This design comes from an exercise in tuning for small area and a short achievable clock period on the open sky130 flow, not from production work. RTL that was checked went through simulation tests only; none was proved equivalent to the original.

==> run a: inputs <==
==> flow/design.v <==
package schp_pkg;
	localparam logic [1:0] MODE_READY = 2'd0;
	localparam logic [1:0] MODE_WAIT  = 2'd1;
	localparam logic [1:0] MODE_MOVE  = 2'd2;
	localparam logic [1:0] MODE_STOP  = 2'd3;
	localparam logic [2:0] OP_MOVE  = 3'd0;
	localparam logic [2:0] OP_STEP  = 3'd1;
	localparam logic [2:0] OP_RTC   = 3'd2;
	localparam logic [2:0] OP_STOP  = 3'd3;
	localparam logic [2:0] OP_START = 3'd4;
endpackage
module schp_add #(
	parameter int W = 8
) (
	input  logic [W-1:0] a,
	input  logic [W-1:0] b,
	input  logic         cin,
	output logic [W-1:0] s,
	output logic         cout
);
	localparam int N = W + 1;
	logic [N-1:0] g, p;
	always_comb begin
		g[0] = cin;
		p[0] = 1'b0;
		for (int i = 0; i < W; i++) begin
			g[i+1] = a[i] & b[i];
			p[i+1] = a[i] ^ b[i];
		end
		for (int l = 0; (1 << l) < N; l++) begin
			for (int i = 0; i < N; i++) begin
				if ((i >> l) & 1) begin
					g[i] = g[i] | (p[i] & g[((i >> l) << l) - 1]);
					p[i] = p[i] & p[((i >> l) << l) - 1];
				end
			end
		end
		for (int i = 0; i < W; i++)
			s[i] = a[i] ^ b[i] ^ g[i];
		cout = g[W];
	end
endmodule
module schp_cfg_regs (
	input  logic        clk,
	input  logic        arst_n,
	input  logic        wr_en,
	input  logic [1:0]  wr_index,
	input  logic [15:0] wr_data,
	output logic [15:0] pulse_ms,
	output logic [15:0] after_pulse_ms,
	output logic        motor_block
);
	always_ff @(posedge clk or negedge arst_n) begin
		if (!arst_n) begin
			pulse_ms       <= 16'd4000;
			after_pulse_ms <= 16'd0;
			motor_block    <= 1'b0;
		end else if (wr_en) begin
			case (wr_index)
				2'd0: pulse_ms       <= wr_data;
				2'd1: after_pulse_ms <= wr_data;
				2'd2: motor_block    <= wr_data[0];
				default: ;
			endcase
		end
	end
endmodule
module schp_move_plan (
	input  logic [3:0]  dial_hours,
	input  logic [5:0]  dial_minutes,
	input  logic [3:0]  target_hours,
	input  logic [5:0]  target_minutes,
	input  logic [15:0] pulse_ms,
	input  logic [15:0] after_pulse_ms,
	output logic [9:0]  fwd,
	output logic        at_target,
	output logic        wait_rtc
);
	localparam int          SW   = 29;
	localparam logic [28:0] Bias = 29'd268435456 - 29'd43200000;
	localparam logic [15:0] K0   = 16'd60000;
	logic [5:0]    tm, mp, d0, dp, fm;
	logic [1:0]    dc;
	logic          no_borrow, borrow, carry;
	logic [3:0]    hc, fh0, fh_m1, fh_p1, fh;
	logic [4:0]    hd;
	logic [7:0]    fh15;
	logic [16:0]   kx, ky;
	logic [17:0]   k1;
	logic [19:0]   k3;
	logic [SW-1:0] row [5];
	logic [SW-1:0] s1a, c1a, s1b, c1b, s2, c2, s3, c3;
	logic [SW-1:0] g, t;
	function automatic logic [SW-1:0] fa_s(input logic [SW-1:0] a, b, c);
		fa_s = a ^ b ^ c;
	endfunction
	function automatic logic [SW-1:0] fa_c(input logic [SW-1:0] a, b, c);
		fa_c = {((a & b) | (a & c) | (b & c)), 1'b0};
	endfunction
	assign tm = target_minutes;
	assign mp = 6'd60 - dial_minutes;
	schp_add #(.W(6)) u_m0 (.a(tm), .b(~dial_minutes), .cin(1'b1), .s(d0), .cout(no_borrow));
	always_comb begin
		dp     = tm + mp;
		borrow = !no_borrow;
		carry  = (tm[5:2] == 4'b1111) && (dial_minutes[5:2] == 4'b0000) &&
		         (dial_minutes[1:0] <= tm[1:0]);
		dc     = tm[1:0] - dial_minutes[1:0];
		fm     = borrow ? dp : carry ? {4'd0, dc} : d0;
	end
	always_comb begin
		hc    = (dial_hours == 4'd12) ? 4'd0 : dial_hours;
		hd    = {1'b0, target_hours} - {1'b0, hc};
		if (hd[4])
			fh0 = hd[3:0] + 4'd12;
		else if (hd >= 5'd12)
			fh0 = hd[3:0] - 4'd12;
		else
			fh0 = hd[3:0];
		fh_m1 = (fh0 == 4'd0) ? 4'd11 : fh0 - 4'd1;
		fh_p1 = (fh0 == 4'd11) ? 4'd0 : fh0 + 4'd1;
		fh    = borrow ? fh_m1 : carry ? fh_p1 : fh0;
	end
	always_comb begin
		fh15 = {fh, 4'd0} - {4'd0, fh};
		fwd  = {fh15 + {4'd0, fm[5:2]}, fm[1:0]};
	end
	assign at_target = (fh == 4'd0) && (fm == 6'd0);
	always_comb begin
		for (int i = 0; i < 16; i++) begin
			kx[i]   = pulse_ms[i] ^ after_pulse_ms[i] ^ K0[i];
			ky[i+1] = (pulse_ms[i] & after_pulse_ms[i]) | (pulse_ms[i] & K0[i]) |
			          (after_pulse_ms[i] & K0[i]);
		end
		kx[16] = 1'b0;
		ky[0]  = 1'b0;
	end
	schp_add #(.W(17)) u_k1 (.a(kx), .b(ky), .cin(1'b0), .s(k1[16:0]), .cout(k1[17]));
	schp_add #(.W(19)) u_k3 (.a({1'b0, k1}), .b({k1, 1'b0}), .cin(1'b0), .s(k3[18:0]), .cout(k3[19]));
	always_comb begin
		for (int i = 0; i < 5; i++) begin
			case (fwd[2*i +: 2])
				2'd0: row[i] = '0;
				2'd1: row[i] = SW'(k1) << (2*i);
				2'd2: row[i] = SW'(k1) << (2*i + 1);
				default: row[i] = SW'(k3) << (2*i);
			endcase
		end
		s1a = fa_s(row[0], row[1], row[2]);
		c1a = fa_c(row[0], row[1], row[2]);
		s1b = fa_s(row[3], row[4], Bias);
		c1b = fa_c(row[3], row[4], Bias);
		s2  = fa_s(s1a, c1a, s1b);
		c2  = fa_c(s1a, c1a, s1b);
		s3  = fa_s(s2, c2, c1b);
		c3  = fa_c(s2, c2, c1b);
		g[0] = 1'b0;
		t[0] = 1'b0;
		for (int i = 0; i < SW - 1; i++) begin
			g[i+1] = s3[i] & c3[i];
			t[i+1] = s3[i] | c3[i];
		end
		for (int l = 0; (1 << l) < SW; l++) begin
			for (int i = 0; i < SW; i++) begin
				if (((i >> l) & 1) && (((i >> l) << l) - 1 >= 0)) begin
					g[i] = g[i] | (t[i] & g[((i >> l) << l) - 1]);
					t[i] = t[i] & t[((i >> l) << l) - 1];
				end
			end
		end
		wait_rtc = s3[SW-1] ^ c3[SW-1] ^ g[SW-1];
	end
endmodule
module schp_core (
	input  logic        clk,
	input  logic        arst_n,
	input  logic        accept,
	input  logic [2:0]  op,
	input  logic [3:0]  target_hours,
	input  logic [5:0]  target_minutes,
	input  logic [4:0]  rtc_hours,
	input  logic [5:0]  rtc_minutes,
	input  logic [15:0] pulse_ms,
	input  logic [15:0] after_pulse_ms,
	input  logic        motor_block,
	output logic [25:0] res
);
	logic [1:0] mode_q, mode_d;
	logic [3:0] hours_q, hours_d;
	logic [5:0] minutes_q, minutes_d;
	logic       pol_q, pol_d;
	logic [9:0] rem_q, rem_d;
	logic       fire_q, fire_d;
	logic       done_q, done_d;
	logic [9:0] fwd;
	logic       at_target, wait_rtc;
	logic [4:0] rtc_h12;
	schp_move_plan u_plan (
		.dial_hours     (hours_q),
		.dial_minutes   (minutes_q),
		.target_hours   (target_hours),
		.target_minutes (target_minutes),
		.pulse_ms       (pulse_ms),
		.after_pulse_ms (after_pulse_ms),
		.fwd            (fwd),
		.at_target      (at_target),
		.wait_rtc       (wait_rtc)
	);
	always_comb begin
		if (rtc_hours == 5'd0)
			rtc_h12 = 5'd12;
		else if (rtc_hours > 5'd12)
			rtc_h12 = rtc_hours - 5'd12;
		else
			rtc_h12 = rtc_hours;
	end
	always_comb begin
		mode_d    = mode_q;
		hours_d   = hours_q;
		minutes_d = minutes_q;
		pol_d     = pol_q;
		rem_d     = rem_q;
		fire_d    = 1'b0;
		done_d    = 1'b0;
		case (op)
			schp_pkg::OP_MOVE: begin
				if (mode_q == schp_pkg::MODE_READY) begin
					if (at_target) begin
						done_d = 1'b1;
					end else if (wait_rtc) begin
						mode_d = schp_pkg::MODE_WAIT;
						rem_d  = 10'd0;
					end else begin
						mode_d = schp_pkg::MODE_MOVE;
						rem_d  = fwd;
					end
				end
			end
			schp_pkg::OP_STEP: begin
				if (mode_q == schp_pkg::MODE_MOVE) begin
					fire_d = !motor_block;
					pol_d  = pol_q ^ !motor_block;
					if (minutes_q == 6'd59) begin
						minutes_d = 6'd0;
						hours_d   = (hours_q >= 4'd12) ? 4'd1 : hours_q + 4'd1;
					end else begin
						minutes_d = minutes_q + 6'd1;
					end
					if (rem_q != 10'd0)
						rem_d = rem_q - 10'd1;
					if (rem_q <= 10'd1) begin
						mode_d = schp_pkg::MODE_READY;
						done_d = 1'b1;
					end
				end
			end
			schp_pkg::OP_RTC: begin
				if (mode_q == schp_pkg::MODE_WAIT &&
				    rtc_h12 == {1'b0, hours_q} && rtc_minutes == minutes_q) begin
					mode_d = schp_pkg::MODE_READY;
					done_d = 1'b1;
				end
			end
			schp_pkg::OP_STOP: begin
				mode_d = schp_pkg::MODE_STOP;
				rem_d  = 10'd0;
			end
			schp_pkg::OP_START: begin
				if (mode_q == schp_pkg::MODE_STOP)
					mode_d = schp_pkg::MODE_READY;
			end
			default: ;
		endcase
	end
	always_ff @(posedge clk or negedge arst_n) begin
		if (!arst_n) begin
			mode_q    <= schp_pkg::MODE_READY;
			hours_q   <= 4'd12;
			minutes_q <= 6'd0;
			pol_q     <= 1'b0;
			rem_q     <= 10'd0;
		end else if (accept) begin
			mode_q    <= mode_d;
			hours_q   <= hours_d;
			minutes_q <= minutes_d;
			pol_q     <= pol_d;
			rem_q     <= rem_d;
		end
	end
	always_ff @(posedge clk) begin
		if (accept) begin
			fire_q <= fire_d;
			done_q <= done_d;
		end
	end
	assign res = {done_q, rem_q, pol_q, minutes_q, hours_q,
	              fire_q & pol_q, fire_q & !pol_q, mode_q};
endmodule
module slave_clock_hand_positioner (
	input  logic        clk,
	input  logic        arst_n,
	input  logic        s_axis_tvalid,
	output logic        s_axis_tready,
	input  logic [23:0] s_axis_tdata,
	input  logic [2:0]  s_axis_tuser,
	output logic        m_axis_tvalid,
	input  logic        m_axis_tready,
	output logic [31:0] m_axis_tdata,
	input  logic        cfg_valid,
	output logic        cfg_ready,
	input  logic [1:0]  cfg_index,
	input  logic [15:0] cfg_data
);
	logic [15:0] pulse_ms, after_pulse_ms;
	logic        motor_block;
	logic [25:0] res;
	logic        out_valid_q;
	logic        in_accept;
	assign cfg_ready = 1'b1;
	schp_cfg_regs u_cfg (
		.clk            (clk),
		.arst_n         (arst_n),
		.wr_en          (cfg_valid),
		.wr_index       (cfg_index),
		.wr_data        (cfg_data),
		.pulse_ms       (pulse_ms),
		.after_pulse_ms (after_pulse_ms),
		.motor_block    (motor_block)
	);
	assign s_axis_tready = !out_valid_q || m_axis_tready;
	assign in_accept     = s_axis_tvalid && s_axis_tready;
	schp_core u_core (
		.clk            (clk),
		.arst_n         (arst_n),
		.accept         (in_accept),
		.op             (s_axis_tuser),
		.target_hours   (s_axis_tdata[3:0]),
		.target_minutes (s_axis_tdata[9:4]),
		.rtc_hours      (s_axis_tdata[14:10]),
		.rtc_minutes    (s_axis_tdata[20:15]),
		.pulse_ms       (pulse_ms),
		.after_pulse_ms (after_pulse_ms),
		.motor_block    (motor_block),
		.res            (res)
	);
	always_ff @(posedge clk or negedge arst_n) begin
		if (!arst_n)
			out_valid_q <= 1'b0;
		else if (s_axis_tready)
			out_valid_q <= s_axis_tvalid;
	end
	assign m_axis_tvalid = out_valid_q;
	assign m_axis_tdata  = {6'd0, res};
endmodule
==> flow/flow/run.sh <==
#!/bin/bash
# Standard layout, with timing repair aiming for extra setup slack at the design's clock.
set -euo pipefail
export SETUP_SLACK_MARGIN=9.5
bash standard.sh > standard.log 2>&1
==> flow/standard.sh <==
#!/bin/bash
# synth_recipe.tcl (not shown) runs the flow's synth.tcl, then flattens the netlist and writes it again
# the make line also repeats each setting of config.mk as NAME=value (left out here)
make -C /OpenROAD-flow-scripts/flow DESIGN_CONFIG=/design/flow/config.mk WORK_HOME=/design/flow/orfs CLKGATE_MAP_FILE= SYNTH_SCRIPT=/design/flow/synth_recipe.tcl "${@:-finish}"
==> flow/config.mk <==
export PLATFORM = sky130hd
export DESIGN_NAME = slave_clock_hand_positioner
export DESIGN_NICKNAME = slave_clock_hand_positioner
export VERILOG_FILES = /design/flow/design.v
export SDC_FILE = /design/flow/constraint.sdc
export NUM_CORES = 4
export LEC_CHECK = 0
export CAP_MARGIN = 20
export CORE_MARGIN = 2
export CORE_UTILIZATION = 40
export SLEW_MARGIN = 20
==> flow/constraint.sdc <==
create_clock -name core_clock -period 18.0 [get_ports {clk}]
set_input_delay 3.6000 -clock core_clock [delete_from_list [all_inputs] [get_ports {clk}]]
set_output_delay 3.6000 -clock core_clock [all_outputs]
set_load 0.01 [all_outputs]
==> run b (differences from run a) <==
==> flow/design.v, changed modules only <==
module schp_add_bk #(
	parameter int W = 8
) (
	input  logic [W-1:0] a,
	input  logic [W-1:0] b,
	input  logic         cin,
	output logic [W-1:0] s,
	output logic         cout
);
	localparam int N = W + 1;
	logic [N-1:0] g, p;
	always_comb begin
		g[0] = cin;
		p[0] = 1'b0;
		for (int i = 0; i < W; i++) begin
			g[i+1] = a[i] & b[i];
			p[i+1] = a[i] ^ b[i];
		end
		for (int l = 0; (1 << l) < N; l++) begin
			for (int i = (2 << l) - 1; i < N; i += (2 << l)) begin
				g[i] = g[i] | (p[i] & g[i - (1 << l)]);
				p[i] = p[i] & p[i - (1 << l)];
			end
		end
		for (int l = 5; l >= 0; l--) begin
			for (int i = 3 * (1 << l) - 1; i < N; i += (2 << l)) begin
				g[i] = g[i] | (p[i] & g[i - (1 << l)]);
				p[i] = p[i] & p[i - (1 << l)];
			end
		end
		for (int i = 0; i < W; i++)
			s[i] = a[i] ^ b[i] ^ g[i];
		cout = g[W];
	end
endmodule
module schp_cfg_regs (
	input  logic        clk,
	input  logic        arst_n,
	input  logic        wr_en,
	input  logic [1:0]  wr_index,
	input  logic [15:0] wr_data,
	output logic        motor_block,
	output logic [17:0] k1,
	output logic [19:0] k3
);
	localparam logic [15:0] K0 = 16'd60000;
	logic [15:0] pulse_ms, after_pulse_ms;
	logic [16:0] kx, ky;
	logic [17:0] k1_d;
	logic [19:0] k3_d;
	always_ff @(posedge clk or negedge arst_n) begin
		if (!arst_n) begin
			pulse_ms       <= 16'd4000;
			after_pulse_ms <= 16'd0;
			motor_block    <= 1'b0;
		end else if (wr_en) begin
			case (wr_index)
				2'd0: pulse_ms       <= wr_data;
				2'd1: after_pulse_ms <= wr_data;
				2'd2: motor_block    <= wr_data[0];
				default: ;
			endcase
		end
	end
	always_comb begin
		for (int i = 0; i < 16; i++) begin
			kx[i]   = pulse_ms[i] ^ after_pulse_ms[i] ^ K0[i];
			ky[i+1] = (pulse_ms[i] & after_pulse_ms[i]) | (pulse_ms[i] & K0[i]) |
			          (after_pulse_ms[i] & K0[i]);
		end
		kx[16] = 1'b0;
		ky[0]  = 1'b0;
	end
	schp_add_bk #(.W(17)) u_k1 (.a(kx), .b(ky), .cin(1'b0), .s(k1_d[16:0]), .cout(k1_d[17]));
	schp_add_bk #(.W(19)) u_k3 (.a({1'b0, k1_d}), .b({k1_d, 1'b0}), .cin(1'b0), .s(k3_d[18:0]),
	                         .cout(k3_d[19]));
	always_ff @(posedge clk) begin
		k1 <= k1_d;
		k3 <= k3_d;
	end
endmodule
module schp_move_plan (
	input  logic [3:0]  dial_hours,
	input  logic [5:0]  dial_minutes,
	input  logic [3:0]  target_hours,
	input  logic [5:0]  target_minutes,
	output logic [9:0]  fwd,
	output logic        at_target
);
	logic [5:0]    tm, mp, d0, dp, fm;
	logic [1:0]    dc;
	logic          borrow, carry;
	logic [3:0]    hc, fh0, fh_m1, fh_p1, fh;
	logic [4:0]    hd;
	logic [7:0]    fh15;
	assign tm = target_minutes;
	always_comb begin
		mp     = 6'd60 - dial_minutes;
		d0     = tm - dial_minutes;
		dp     = tm + mp;
		borrow = tm < dial_minutes;
		carry  = (tm[5:2] == 4'b1111) && (dial_minutes[5:2] == 4'b0000) &&
		         (dial_minutes[1:0] <= tm[1:0]);
		dc     = tm[1:0] - dial_minutes[1:0];
		fm     = borrow ? dp : carry ? {4'd0, dc} : d0;
	end
	always_comb begin
		hc    = (dial_hours == 4'd12) ? 4'd0 : dial_hours;
		hd    = {1'b0, target_hours} - {1'b0, hc};
		if (hd[4])
			fh0 = hd[3:0] + 4'd12;
		else if (hd >= 5'd12)
			fh0 = hd[3:0] - 4'd12;
		else
			fh0 = hd[3:0];
		fh_m1 = (fh0 == 4'd0) ? 4'd11 : fh0 - 4'd1;
		fh_p1 = (fh0 == 4'd11) ? 4'd0 : fh0 + 4'd1;
		fh    = borrow ? fh_m1 : carry ? fh_p1 : fh0;
	end
	always_comb begin
		fh15 = {fh, 4'd0} - {4'd0, fh};
		fwd  = {fh15 + {4'd0, fm[5:2]}, fm[1:0]};
	end
	assign at_target = (fh == 4'd0) && (fm == 6'd0);
endmodule
module schp_wait_plan (
	input  logic [9:0]  fwd,
	input  logic [17:0] k1,
	input  logic [19:0] k3,
	output logic        wait_rtc
);
	localparam int          SW   = 30;
	localparam logic [29:0] Bias = 30'd222506836;
	logic [19:0]   nq [5];
	logic [SW-1:0] row [5];
	logic [SW-1:0] s1a, c1a, s1b, c1b, s2, c2, s3, c3;
	logic [SW-1:0] g, t;
	function automatic logic [SW-1:0] fa_s(input logic [SW-1:0] a, b, c);
		fa_s = a ^ b ^ c;
	endfunction
	function automatic logic [SW-1:0] fa_c(input logic [SW-1:0] a, b, c);
		fa_c = {((a & b) | (a & c) | (b & c)), 1'b0};
	endfunction
	always_comb begin
		for (int i = 0; i < 5; i++) begin
			nq[i] = ~(({20{fwd[2*i +: 2] == 2'd1}} & 20'(k1)) |
			          ({20{fwd[2*i +: 2] == 2'd2}} & {1'b0, k1, 1'b0}) |
			          ({20{fwd[2*i +: 2] == 2'd3}} & k3));
			row[i] = SW'(nq[i]) << (2*i);
		end
		s1a = fa_s(row[0], row[1], row[2]);
		c1a = fa_c(row[0], row[1], row[2]);
		s1b = fa_s(row[3], row[4], Bias);
		c1b = fa_c(row[3], row[4], Bias);
		s2  = fa_s(s1a, c1a, s1b);
		c2  = fa_c(s1a, c1a, s1b);
		s3  = fa_s(s2, c2, c1b);
		c3  = fa_c(s2, c2, c1b);
		g[0] = 1'b0;
		t[0] = 1'b0;
		for (int i = 0; i < SW - 1; i++) begin
			g[i+1] = s3[i] & c3[i];
			t[i+1] = s3[i] | c3[i];
		end
		for (int l = 0; (1 << l) < SW; l++) begin
			for (int i = 0; i < SW; i++) begin
				if (((i >> l) & 1) && (((i >> l) << l) - 1 >= 0)) begin
					g[i] = g[i] | (t[i] & g[((i >> l) << l) - 1]);
					t[i] = t[i] & t[((i >> l) << l) - 1];
				end
			end
		end
		wait_rtc = !(s3[SW-1] ^ c3[SW-1] ^ g[SW-1]);
	end
endmodule
module schp_core (
	input  logic        clk,
	input  logic        arst_n,
	input  logic        accept,
	input  logic [2:0]  op,
	input  logic [3:0]  target_hours,
	input  logic [5:0]  target_minutes,
	input  logic [4:0]  rtc_hours,
	input  logic [5:0]  rtc_minutes,
	input  logic        motor_block,
	input  logic [17:0] k1,
	input  logic [19:0] k3,
	output logic [25:0] res
);
	logic [1:0] mode_q, mode_d, mode_eff;
	logic       plan_q, plan_d;
	logic [3:0] hours_q, hours_d;
	logic [5:0] minutes_q, minutes_d;
	logic       pol_q, pol_d;
	logic [9:0] rem_q, rem_d;
	logic       fire_q, fire_d;
	logic       done_q, done_d;
	logic [9:0] fwd;
	logic       at_target, wait_rtc;
	logic [4:0] rtc_h12;
	schp_move_plan u_plan (
		.dial_hours     (hours_q),
		.dial_minutes   (minutes_q),
		.target_hours   (target_hours),
		.target_minutes (target_minutes),
		.fwd            (fwd),
		.at_target      (at_target)
	);
	schp_wait_plan u_wait (
		.fwd      (rem_q),
		.k1       (k1),
		.k3       (k3),
		.wait_rtc (wait_rtc)
	);
	assign mode_eff = plan_q ? (wait_rtc ? schp_pkg::MODE_WAIT : schp_pkg::MODE_MOVE) : mode_q;
	always_comb begin
		if (rtc_hours == 5'd0)
			rtc_h12 = 5'd12;
		else if (rtc_hours > 5'd12)
			rtc_h12 = rtc_hours - 5'd12;
		else
			rtc_h12 = rtc_hours;
	end
	always_comb begin
		mode_d    = mode_eff;
		plan_d    = 1'b0;
		hours_d   = hours_q;
		minutes_d = minutes_q;
		pol_d     = pol_q;
		rem_d     = rem_q;
		fire_d    = 1'b0;
		done_d    = 1'b0;
		case (op)
			schp_pkg::OP_MOVE: begin
				if (mode_eff == schp_pkg::MODE_READY) begin
					rem_d = fwd;
					if (at_target)
						done_d = 1'b1;
					else
						plan_d = 1'b1;
				end
			end
			schp_pkg::OP_STEP: begin
				if (mode_eff == schp_pkg::MODE_MOVE) begin
					fire_d = !motor_block;
					pol_d  = pol_q ^ !motor_block;
					if (minutes_q == 6'd59) begin
						minutes_d = 6'd0;
						hours_d   = (hours_q >= 4'd12) ? 4'd1 : hours_q + 4'd1;
					end else begin
						minutes_d = minutes_q + 6'd1;
					end
					rem_d = rem_q - 10'd1;
					if (rem_q <= 10'd1) begin
						mode_d = schp_pkg::MODE_READY;
						done_d = 1'b1;
					end
				end
			end
			schp_pkg::OP_RTC: begin
				if (mode_eff == schp_pkg::MODE_WAIT &&
				    rtc_h12 == {1'b0, hours_q} && rtc_minutes == minutes_q) begin
					mode_d = schp_pkg::MODE_READY;
					done_d = 1'b1;
				end
			end
			schp_pkg::OP_STOP: begin
				mode_d = schp_pkg::MODE_STOP;
			end
			schp_pkg::OP_START: begin
				if (mode_eff == schp_pkg::MODE_STOP)
					mode_d = schp_pkg::MODE_READY;
			end
			default: ;
		endcase
	end
	always_ff @(posedge clk or negedge arst_n) begin
		if (!arst_n) begin
			mode_q <= schp_pkg::MODE_READY;
			plan_q <= 1'b0;
		end else if (accept) begin
			mode_q <= mode_d;
			plan_q <= plan_d;
		end else begin
			mode_q <= mode_eff;
			plan_q <= 1'b0;
		end
	end
	always_ff @(posedge clk or negedge arst_n) begin
		if (!arst_n) begin
			hours_q   <= 4'd12;
			minutes_q <= 6'd0;
			pol_q     <= 1'b0;
		end else if (accept) begin
			hours_q   <= hours_d;
			minutes_q <= minutes_d;
			pol_q     <= pol_d;
		end
	end
	always_ff @(posedge clk) begin
		if (accept)
			rem_q <= rem_d;
	end
	always_ff @(posedge clk) begin
		if (accept) begin
			fire_q <= fire_d;
			done_q <= done_d;
		end
	end
	assign res = {done_q, (mode_eff == schp_pkg::MODE_MOVE) ? rem_q : 10'd0, pol_q, minutes_q,
	              hours_q, fire_q & pol_q, fire_q & !pol_q, mode_eff};
endmodule
module slave_clock_hand_positioner (
	input  logic        clk,
	input  logic        arst_n,
	input  logic        s_axis_tvalid,
	output logic        s_axis_tready,
	input  logic [23:0] s_axis_tdata,
	input  logic [2:0]  s_axis_tuser,
	output logic        m_axis_tvalid,
	input  logic        m_axis_tready,
	output logic [31:0] m_axis_tdata,
	input  logic        cfg_valid,
	output logic        cfg_ready,
	input  logic [1:0]  cfg_index,
	input  logic [15:0] cfg_data
);
	logic        motor_block;
	logic [17:0] k1;
	logic [19:0] k3;
	logic [25:0] res;
	logic        out_valid_q;
	logic        in_accept;
	assign cfg_ready = 1'b1;
	schp_cfg_regs u_cfg (
		.clk            (clk),
		.arst_n         (arst_n),
		.wr_en          (cfg_valid),
		.wr_index       (cfg_index),
		.wr_data        (cfg_data),
		.motor_block    (motor_block),
		.k1             (k1),
		.k3             (k3)
	);
	assign s_axis_tready = !out_valid_q || m_axis_tready;
	assign in_accept     = s_axis_tvalid && s_axis_tready;
	schp_core u_core (
		.clk            (clk),
		.arst_n         (arst_n),
		.accept         (in_accept),
		.op             (s_axis_tuser),
		.target_hours   (s_axis_tdata[3:0]),
		.target_minutes (s_axis_tdata[9:4]),
		.rtc_hours      (s_axis_tdata[14:10]),
		.rtc_minutes    (s_axis_tdata[20:15]),
		.motor_block    (motor_block),
		.k1             (k1),
		.k3             (k3),
		.res            (res)
	);
	always_ff @(posedge clk or negedge arst_n) begin
		if (!arst_n)
			out_valid_q <= 1'b0;
		else if (s_axis_tready)
			out_valid_q <= s_axis_tvalid;
	end
	assign m_axis_tvalid = out_valid_q;
	assign m_axis_tdata  = {6'd0, res};
endmodule
==> flow/flow/run.sh (replaced) <==
#!/bin/bash
# Standard layout, with port buffers of a faster cell and timing repair aiming for extra
# setup slack at the design's clock.
set -euo pipefail
export SETUP_SLACK_MARGIN=9.5
export BUFFER_PORTS_ARGS="-buffer_cell sky130_fd_sc_hd__buf_2"
bash standard.sh > standard.log 2>&1
Settings changed: ABC_AREA set to 1.
==> run c (differences from run a) <==
==> flow/design.v, changed modules only <==
module schp_move_plan (
	input  logic [3:0]  dial_hours,
	input  logic [5:0]  dial_minutes,
	input  logic [3:0]  target_hours,
	input  logic [5:0]  target_minutes,
	input  logic [15:0] pulse_ms,
	input  logic [15:0] after_pulse_ms,
	output logic [9:0]  fwd,
	output logic        at_target,
	output logic        wait_rtc
);
	logic [9:0]  cur, tgt_raw, tgt;
	logic [10:0] diff;
	logic [17:0] k;
	logic [27:0] prod;
	always_comb begin
		cur     = ((dial_hours == 4'd12) ? 10'd0 : 10'(dial_hours) * 10'd60) + 10'(dial_minutes);
		tgt_raw = 10'(target_hours) * 10'd60 + 10'(target_minutes);
		tgt     = (tgt_raw >= 10'd720) ? tgt_raw - 10'd720 : tgt_raw;
		diff    = {1'b0, tgt} - {1'b0, cur};
		fwd     = diff[10] ? diff[9:0] + 10'd720 : diff[9:0];
		k       = 18'(pulse_ms) + 18'(after_pulse_ms) + 18'd60000;
		prod    = 28'(fwd) * 28'(k);
	end
	assign at_target = (fwd == 10'd0);
	assign wait_rtc  = (prod >= 28'd43200000);
endmodule
// module schp_add removed
==> flow/run.sh (new file) <==
#!/bin/bash
# synth_recipe.tcl (not shown) runs the flow's synth.tcl, then flattens the netlist and writes it again
# the make line also repeats each setting of config.mk as NAME=value (left out here)
make -C /OpenROAD-flow-scripts/flow DESIGN_CONFIG=/design/flow/config.mk WORK_HOME=/design/flow/orfs CLKGATE_MAP_FILE= SYNTH_SCRIPT=/design/flow/synth_recipe.tcl finish
removed: flow/flow/run.sh
removed: flow/standard.sh
==> qor summary <==
quantity	run b	run c	run a
Status	complete, no violations	complete, no violations	complete, no violations
Number of cells traversed by the worst register-to-register path	19	35	36
Top cell type's share of synthesized area	14.01%	23.33%	13.93%
Fraction of the mapped netlist area in adder cells	28.00%	38.33%	26.99%
Register share of the cell area	19.88%	11.12%	12.07%
Non-clock buffer instance count of the final layout	104	89	147
Worst slack after detailed placement	9.332 ns	1.337 ns	5.283 ns
Critical Path Slowest Stage Cell	sky130_fd_sc_hd__fa_1	sky130_fd_sc_hd__xor2_1	sky130_fd_sc_hd__fa_1
Insertion delay to the later sink of the worst-skew pair	0.34 ns	0.34 ns	0.33 ns
DIE AREA	27010 sq um	31440 sq um	25980 sq um
Hold-critical path endpoint	u_cfg.pulse_ms[15]$_DFFE_PN0P_	u_cfg.after_pulse_ms[11]$_DFFE_PN0P_	u_cfg.after_pulse_ms[14]$_DFFE_PN0P_
Compound-Gate Fraction of Synth Area	16.08%	13.36%	22.26%
Total number of vias	9047	9671	9425
Global routing met2 resource utilization	29.71%	32.73%	35.02%
Fraction of registers with async set/reset	49.48%	96.61%	96.61%
Multi-input comb cells	941	1048	974
Most area-hungry cell type in the Yosys netlist	sky130_fd_sc_hd__fa_1	sky130_fd_sc_hd__fa_1	sky130_fd_sc_hd__ha_1
Function not checked in run c: the RTL went through the layout flow alone.

## what the ideal ports hide
Ports are ideal in the flow. The routed layouts listed here were re-timed in OpenROAD.
Step 1: set_driving_cell puts a clkbuf_16 on clk and a buf_2 on each other input, an assumption about the parent block.
Step 2 moves the port delays by t, midway between the first and last clock arrival at a register: inputs arrive t later, outputs are due t later. That takes back most of the time a late clock gives input paths.
a / b / c = no drivers / after step 1 / after step 2; a / b = the first two.
| run | t (ns) | setup slack, ns | worst setup path at the end |
|---|---|---|---|
| run a | 0.371 | 7.414 / 7.418 / 7.047 | input to register |
| run b | 0.378 | 9.708 / 9.668 / 10.046 | register to output |
| run c | 0.372 | 1.625 / 1.645 / 1.273 | input to register |
After both steps every run listed still meets setup and hold. For run a, which loses most, drivers alone change the setup slack by +0.004 ns; drivers and shift together by -0.367 ns.
